This design comes from an exercise in tuning for small area, a short achievable clock period and few clock cycles on the open sky130 flow, not from production work. In this exercise RTL edits were held to simulation tests only and were not proved equivalent to the original. Power figures rest on the tool's default switching activity, not on a simulated workload.

### design/flow/config.mk
export PLATFORM = sky130hd
export DESIGN_NAME = path_dot_segment_normalizer
export DESIGN_NICKNAME = path_dot_segment_normalizer
export VERILOG_FILES = /design/flow/design.v
export SDC_FILE = /design/flow/constraint.sdc
export NUM_CORES = 4
export LEC_CHECK = 0
export CAP_MARGIN = 20
export CORE_MARGIN = 2
export CORE_UTILIZATION = 40
export SLEW_MARGIN = 20
export SYNTH_MEMORY_MAX_BITS = 16384
### design/flow/design.v
package pdsn_pkg;
    localparam int unsigned PDSN_PATH_BYTES = 256;
    localparam int unsigned LEN_W  = 11;
    localparam int unsigned BYTE_W = 8;
    localparam logic [BYTE_W-1:0] SLASH_CHAR = 8'h2F;
    localparam logic [BYTE_W-1:0] DOT_CHAR   = 8'h2E;
    localparam logic [1:0] KIND_BYTE = 2'd0;
    localparam logic [1:0] KIND_END  = 2'd1;
    localparam logic [1:0] KIND_READ = 2'd2;
    localparam logic [2:0] STAT_ACCEPT = 3'd0;
    localparam logic [2:0] STAT_DONE   = 3'd1;
    localparam logic [2:0] STAT_ROOT   = 3'd2;
    localparam logic [2:0] STAT_LEAD   = 3'd3;
    localparam logic [2:0] STAT_OVER   = 3'd4;
    localparam logic [2:0] STAT_READ   = 3'd5;
    localparam logic [1:0] MODE_PLAIN  = 2'd0;
    localparam logic [1:0] MODE_SLASH  = 2'd1;
    localparam logic [1:0] MODE_DOT    = 2'd2;
    localparam logic [1:0] MODE_DOTDOT = 2'd3;
    typedef enum logic [1:0] {
        ERR_NONE,
        ERR_ROOT,
        ERR_LEAD,
        ERR_OVER
    } t_err;
endpackage
module pdsn_ram #(
    parameter int unsigned WIDTH = 8,
    parameter int unsigned DEPTH = 1024,
    localparam int unsigned AW = $clog2(DEPTH)
) (
    input  logic             i_clk,
    input  logic             i_we,
    input  logic [AW-1:0]    i_addr,
    input  logic [WIDTH-1:0] i_wdata,
    output logic [WIDTH-1:0] o_rdata
);
    logic [WIDTH-1:0] r_mem [DEPTH];
    logic [WIDTH-1:0] r_rdata;
    always_ff @(posedge i_clk) begin
        if (i_we) begin
            r_mem[i_addr] <= i_wdata;
        end
        r_rdata <= r_mem[i_addr];
    end
    assign o_rdata = r_rdata;
endmodule
import pdsn_pkg::*;
module path_dot_segment_normalizer #(
    parameter int unsigned PATH_BYTES = pdsn_pkg::PDSN_PATH_BYTES
) (
    input  logic             i_clk,
    input  logic             i_rst_n,
    input  logic             start,
    output logic             busy,
    input  logic [1:0]       i_kind,
    input  logic [7:0]       i_char_byte,
    input  logic [9:0]       i_read_index,
    output logic             o_strobe,
    output logic [2:0]       o_status,
    output logic [pdsn_pkg::LEN_W-1:0] o_path_length,
    output logic [7:0]       o_data_byte
);
    localparam int unsigned AW = $clog2(PATH_BYTES);
    localparam int unsigned CW = $clog2(PATH_BYTES + 1);
    typedef enum logic [1:0] {
        ST_IDLE,
        ST_READ,
        ST_SCAN
    } t_state;
    t_state             r_state, n_state;
    logic [CW-1:0]      r_wcount, n_wcount;
    logic [1:0]         r_mode, n_mode;
    logic               r_first, n_first;
    pdsn_pkg::t_err               r_err, n_err;
    logic [CW-1:0]      r_final, n_final;
    logic [AW-1:0]      r_scan, n_scan;
    logic               r_fin, n_fin;
    logic               r_rd_hit, n_rd_hit;
    logic               r_strobe, n_strobe;
    logic [2:0]         r_status, n_status;
    logic [LEN_W-1:0]   r_len, n_len;
    logic [7:0]         r_data, n_data;
    logic               mem_we;
    logic [AW-1:0]      mem_addr;
    logic [7:0]         mem_rdata;
    logic               is_slash;
    logic               is_dot;
    logic [1:0]         next_mode;
    logic [CW-1:0]      w_less5;
    logic [CW-1:0]      w_less4;
    logic [CW-1:0]      found_len;
    pdsn_pkg::t_err               fin_err;
    pdsn_pkg::t_err               end_err;
    logic [CW-1:0]      end_len;
    logic [2:0]         end_status;
    pdsn_ram #(
        .WIDTH (8),
        .DEPTH (PATH_BYTES)
    ) u_buf (
        .i_clk   (i_clk),
        .i_we    (mem_we),
        .i_addr  (mem_addr),
        .i_wdata (i_char_byte),
        .o_rdata (mem_rdata)
    );
    assign busy = (r_state != ST_IDLE);
    assign is_slash = (i_char_byte == SLASH_CHAR);
    assign is_dot   = (i_char_byte == DOT_CHAR);
    always_comb begin
        unique case (r_mode)
            MODE_PLAIN: next_mode = is_slash ? MODE_SLASH : MODE_PLAIN;
            MODE_SLASH: next_mode = is_dot ? MODE_DOT : MODE_PLAIN;
            MODE_DOT:   next_mode = is_dot ? MODE_DOTDOT : MODE_PLAIN;
            default:    next_mode = MODE_PLAIN;
        endcase
    end
    assign w_less5 = (r_wcount >= CW'(5)) ? r_wcount - CW'(5) : '0;
    assign w_less4 = (r_wcount >= CW'(4)) ? r_wcount - CW'(4) : '0;
    assign found_len = CW'(r_scan) + CW'(1);
    assign fin_err = (r_first && r_err == ERR_NONE) ? ERR_LEAD : r_err;
    always_comb begin
        end_err = fin_err;
        end_len = r_wcount;
        if (fin_err == ERR_NONE && r_mode == MODE_DOTDOT) begin
            end_err = ERR_ROOT;
        end
        if (end_err != ERR_NONE) begin
            end_len = '0;
        end else if (r_mode == MODE_DOT) begin
            end_len = r_wcount - CW'(1);
        end
    end
    always_comb begin
        unique case (end_err)
            ERR_ROOT: end_status = STAT_ROOT;
            ERR_LEAD: end_status = STAT_LEAD;
            ERR_OVER: end_status = STAT_OVER;
            default:  end_status = STAT_DONE;
        endcase
    end
    always_comb begin
        n_state  = r_state;
        n_wcount = r_wcount;
        n_mode   = r_mode;
        n_first  = r_first;
        n_err    = r_err;
        n_final  = r_final;
        n_scan   = r_scan;
        n_fin    = r_fin;
        n_rd_hit = r_rd_hit;
        n_strobe = 1'b0;
        n_status = r_status;
        n_len    = r_len;
        n_data   = r_data;
        mem_we   = 1'b0;
        mem_addr = AW'(r_wcount);
        unique case (r_state)
            ST_IDLE: begin
                if (start) begin
                    unique case (i_kind)
                        KIND_BYTE: begin
                            n_strobe = 1'b1;
                            n_status = STAT_ACCEPT;
                            n_data   = '0;
                            n_first  = 1'b0;
                            if (r_first && !is_slash) begin
                                n_err = ERR_LEAD;
                            end else if (r_err != ERR_NONE) begin
                                n_err = r_err;
                            end else if (is_slash && r_mode == MODE_SLASH) begin
                                n_mode = MODE_SLASH;
                            end else if (is_slash && r_mode == MODE_DOT) begin
                                n_wcount = r_wcount - CW'(1);
                                n_mode   = MODE_SLASH;
                            end else if (is_slash && r_mode == MODE_DOTDOT) begin
                                if (r_wcount == CW'(3)) begin
                                    n_err = ERR_ROOT;
                                end else begin
                                    n_strobe = 1'b0;
                                    n_state  = ST_SCAN;
                                    n_fin    = 1'b0;
                                    n_scan   = AW'(w_less5);
                                    mem_addr = AW'(w_less5);
                                end
                            end else if (r_wcount >= CW'(PATH_BYTES)) begin
                                n_err = ERR_OVER;
                            end else begin
                                mem_we   = 1'b1;
                                mem_addr = AW'(r_wcount);
                                n_wcount = r_wcount + CW'(1);
                                n_mode   = next_mode;
                            end
                            n_len = LEN_W'(n_wcount);
                        end
                        KIND_END: begin
                            if (fin_err == ERR_NONE && r_mode == MODE_DOTDOT
                                    && r_wcount != CW'(3)) begin
                                n_state  = ST_SCAN;
                                n_fin    = 1'b1;
                                n_scan   = AW'(w_less4);
                                mem_addr = AW'(w_less4);
                            end else begin
                                n_strobe = 1'b1;
                                n_status = end_status;
                                n_final  = end_len;
                                n_len    = LEN_W'(end_len);
                                n_data   = '0;
                                n_wcount = '0;
                                n_mode   = MODE_PLAIN;
                                n_first  = 1'b1;
                                n_err    = ERR_NONE;
                            end
                        end
                        KIND_READ: begin
                            n_state  = ST_READ;
                            mem_addr = AW'(i_read_index);
                            n_rd_hit = ({{CW{1'b0}}, i_read_index} < {10'd0, r_final});
                        end
                        default: begin
                            n_strobe = 1'b1;
                            n_status = STAT_ACCEPT;
                            n_len    = LEN_W'(r_wcount);
                            n_data   = '0;
                        end
                    endcase
                end
            end
            ST_READ: begin
                n_state  = ST_IDLE;
                n_strobe = 1'b1;
                n_status = STAT_READ;
                n_len    = LEN_W'(r_final);
                n_data   = r_rd_hit ? mem_rdata : '0;
            end
            ST_SCAN: begin
                if (r_scan == '0 || mem_rdata == SLASH_CHAR) begin
                    n_state  = ST_IDLE;
                    n_strobe = 1'b1;
                    n_len    = LEN_W'(found_len);
                    n_data   = '0;
                    if (r_fin) begin
                        n_status = STAT_DONE;
                        n_final  = found_len;
                        n_wcount = '0;
                        n_mode   = MODE_PLAIN;
                        n_first  = 1'b1;
                        n_err    = ERR_NONE;
                    end else begin
                        n_status = STAT_ACCEPT;
                        n_wcount = found_len;
                        n_mode   = MODE_SLASH;
                    end
                end else begin
                    n_scan   = r_scan - AW'(1);
                    mem_addr = r_scan - AW'(1);
                end
            end
            default: begin
                n_state = ST_IDLE;
            end
        endcase
    end
    always_ff @(posedge i_clk) begin
        if (!i_rst_n) begin
            r_state  <= ST_IDLE;
            r_wcount <= '0;
            r_mode   <= MODE_PLAIN;
            r_first  <= 1'b1;
            r_err    <= ERR_NONE;
            r_final  <= '0;
            r_fin    <= 1'b0;
            r_strobe <= 1'b0;
        end else begin
            r_state  <= n_state;
            r_wcount <= n_wcount;
            r_mode   <= n_mode;
            r_first  <= n_first;
            r_err    <= n_err;
            r_final  <= n_final;
            r_fin    <= n_fin;
            r_strobe <= n_strobe;
        end
        r_scan   <= n_scan;
        r_rd_hit <= n_rd_hit;
        r_status <= n_status;
        r_len    <= n_len;
        r_data   <= n_data;
    end
    assign o_strobe      = r_strobe;
    assign o_status      = r_status;
    assign o_path_length = r_len;
    assign o_data_byte   = r_data;
endmodule
### design/flow/constraint.sdc
create_clock -name core_clock -period 9.0 [get_ports {i_clk}]
set_input_delay 1.8000 -clock core_clock [delete_from_list [all_inputs] [get_ports {i_clk}]]
set_output_delay 1.8000 -clock core_clock [all_outputs]
set_load 0.01 [all_outputs]
### design/flow/run.sh
#!/bin/bash
# synth_recipe.tcl (not shown) runs the flow's synth.tcl, then flattens the netlist and writes it again
# the make line also repeats each setting of config.mk as NAME=value (left out here)
make -C /OpenROAD-flow-scripts/flow DESIGN_CONFIG=/design/flow/config.mk WORK_HOME=/design/flow/orfs CLKGATE_MAP_FILE= SYNTH_SCRIPT=/design/flow/synth_recipe.tcl finish
==> reports/metrics.cfg <==
[critical_path]
r2r-start=r_wcount[0]$_SDFFE_PN0P_
start_kind=primary input
crit_fanout=57
cp.arrival_ps=7770
crit_type=primary input to flip-flop
slowest_delay_ps=810
cp_cell_sequence=clkdlybuf4s50_1 -> nor2_1 -> nand3_1 -> a2111oi_4 -> a211oi_4 -> nand2_4 -> buf_12 -> buf_4 -> nand3_2 -> buf_4 -> nor2_1
cp-startpoint=i_kind[0]
cpMaxStageDelayCell=clkdlybuf4s50_1
cp-end-kind=flip-flop
required_ps=9430

[layout]
final_common_cell=edfxtp_1
final_util_pct=45.4
drive_gt1_share_pct=12.9
nets=5583
most-common-layout-cells=edfxtp_1 (2077), nand2_1 (761), nor2_1 (319)
syn_to_final_growth_pct=12.5

[synthesis]
synth_compound_area_share_pct=7.52
ys_async_sr_fraction_pct=0
synth_adder_area_share_pct=0.350
yosysSeqAreaShare_pct=73.6
yosysWarnings=2
synthCells=5488
synth_edf_count=2077
synth.avg_cell_area_sq_um=15.6
synth.cell_area_sq_mm=0.0857
synthSimpleGateAreaFrac_pct=8.55
synth-xor-area-share_pct=0.317
synthMuxAreaShare_pct=7.49
ys_ff_latch=2112
synth_flop_cell=edfxtp_1
synth_top_family_by_area=simple AND/OR/NAND/NOR gates
synth_cell_types=94

[drt]
drt_iter0_drc=6953
vias=50825
final_antenna_net_count=0
first_pass_iters=6
vias_per_cell=5.96
totalWireLength_microns=247000
wl_per_cell_microns=28.9
drc=0

[global_route]
grt_pass1_vias=49142
grt_pass1_wl_microns=356000
grt_max_degree=186
overflow=0
gr-usage-all-layers_pct=22.3
grt_antenna_before_repair=5

[clock_tree]
clock_latency_ps=870
cts_buffer_depth=3
numCtsBuffers=214
cts_hold_buf=0
cts_tree=yes
cts_max_level=4
clock_sinks=2112
clock-root-buffer=clkbuf_16
ctsResizeCount=0
path_clk_slew_ps=60
postCtsSetupBuffers=0

[timing]
fmax_mhz=136
fin_setup_tns_ps=0
hold_viol=0
clock_skew_ps=67.0
drv_slew=0
tightest_slew_ps=1120
slew_headroom_pct=24.8
finalSetupViolCount=0
layout_min_cycle_time_ps=7350
rsz0062_at_grt=false
period_share_pct=81.6

[die]
die_w_microns=467
coreArea_sq_mm=0.213
rows=169
ios=47
start_util_pct=40.3
fp.dieH_microns=467
die-area_sq_mm=0.218

[power]
peakVddDrop_mv=0.191
p_leak_nw=31.1
p_per_area_mw_per_mm2=250

[place]
placement.io_buffers=44
gp_congestion=0.893
dpl.hpwl_microns=150000

[worst_hold_path]
hold_class=flip-flop to flip-flop
hold_start=r_final[2]$_SDFFE_PN0P_

[flow_run]
maxCapViolCount=0

[status]
status=no timing/DRC/antenna violations

## routing by layer
layer	vias to the layer above	wire (microns)	GRT usage, %
met5	-	27	0
met4	4	8440	7.68
met3	422	21200	4.27
met2	2427	116000	35.1
met1	26240	101000	31.1
li1	21732	-	-
## power breakdown
part	switching (mW)	internal, mW	leakage (nW)
combinational	3.10	1.51	8.88
clock	3.83	4.71	3.24
sequential	0.0941	10.9	19.0
total	7.03	17.1	31.1
## cells by family after synthesis
family	after synthesis
compound gates	875
mux	387
fa+ha+maj	24
other cells	1
buf+inv	413
xor+xnor	31
simple gates	1645
flops	2112
## cells in the mapped netlist (all sizes together), types with 7 or more instances
master / number / area, sq um
mux2i: 176 / 1760
and3: 159 / 995
nand3: 234 / 1180
a21boi: 9 / 67.6
nor4: 14 / 103
o221ai: 10 / 87.6
a2111oi: 33 / 353
nor2b: 12 / 75.1
ha: 24 / 300
dfxtp: 35 / 701
a221oi: 12 / 105
a32o: 7 / 70.1
inv: 30 / 113
mux2: 8 / 90.1
nand4: 33 / 206
xor2: 9 / 78.8
or4: 12 / 93.8
o22ai: 93 / 582
a22oi: 32 / 240
nor3: 36 / 190
a311oi: 95 / 838
a21oi: 112 / 561
o31ai: 7 / 57.6
nand2b: 16 / 100
edfxtp: 2077 / 62400
o211ai: 9 / 72.6
a22o: 39 / 342
buf: 168 / 973
a31oi: 95 / 594
o22a: 11 / 96.3
nor2: 324 / 1220
a311o: 8 / 80.1
a32oi: 9 / 78.8
clkbuf: 214 / 803
o211a: 15 / 150
and2: 16 / 100
o21ai: 56 / 280
a211o: 7 / 61.3
mux4: 203 / 4570
a211oi: 168 / 1290
o41ai: 10 / 87.6
xnor2: 22 / 193
nand2: 764 / 2870
## path summary, 6_finish.rpt
check	endpoint	depth (start not counted)	slack [ps]
max	u_buf.r_mem[157][3]$_DFFE_PP_	11	1650
max reg2reg	u_buf.r_rdata[6]$_DFF_P_	13	2330
min reg2reg	r_final[2]$_SDFFE_PN0P_	2	500
min	r_final[2]$_SDFFE_PN0P_	2	500
## state kept, by name (all words and copies together), names as in the netlist, 2 cells and up
name           cells
r_data             8
r_err              2
r_final            9
r_len              9
r_mode             2
r_scan             8
r_state            2
r_status           3
r_wcount           9
u_buf.r_mem     2048
u_buf.r_rdata      8
## through the flow
step / total power, mW / setup slack, ps / instance area [sq um] / hold slack (ps) / std cells
global placement: 15.7 / 1050 / 89700 / 508 / 8141
CTS: 24.2 / 1850 / 96500 / 514 / 8531
finish: 24.1 / 1650 / 96500 / 505 / 8534
global route: 24.8 / 1530 / 96500 / 554 / 8532
detailed placement: 15.7 / 1010 / 89700 / 507 / 8141
floorplan: 13.8 / 3150 / 85700 / 454 / 5489
## critical path, delay by kind of cell
family / cells / cell delay, ps
simple gates: 5 / 3010
buf+inv: 4 / 2000
compound gates: 2 / 860
## layout make-up
type,instances,area [sq um]
clock buffers,277,5710
clock inverters,113,1020
flip-flops and latches,2112,63100
repair buffers,213,1990
well taps,2821,3530
inverters,31,116
fillers,18266,116000
diodes,3,7.51
multi-input cells,2964,21000
Testbench counts, summed over its fixed seeds: cycles 32,539.

afterwards: timing with drivers on the ports:
How much do the figures lean on ideal ports? The routed layout below was timed once more, with nothing changed but the port constraints. Step 1: set_driving_cell puts a clkbuf_16 on i_clk and a buf_2 on each other input, an assumption about the parent block. Step 2 times the ports against the registers' clock, not the clock port: input delays grow and output delays shrink by t, the midpoint of the rising clock arrivals with the driver on. Three values: no drivers, after step 1, after step 2; two values: the first two.
shift t [ns]: 0.920
slack for setup (ns): 1.655 / 1.709 / 0.789
worst setup path after step 2: input to register
clock arrival spread, ns: 0.076 / 0.076
cell pins on the clock port's net: 1
After both steps setup and hold are still met in this run. The setup slack of this run moves by +0.054 ns with the drivers and by -0.866 ns with both steps.
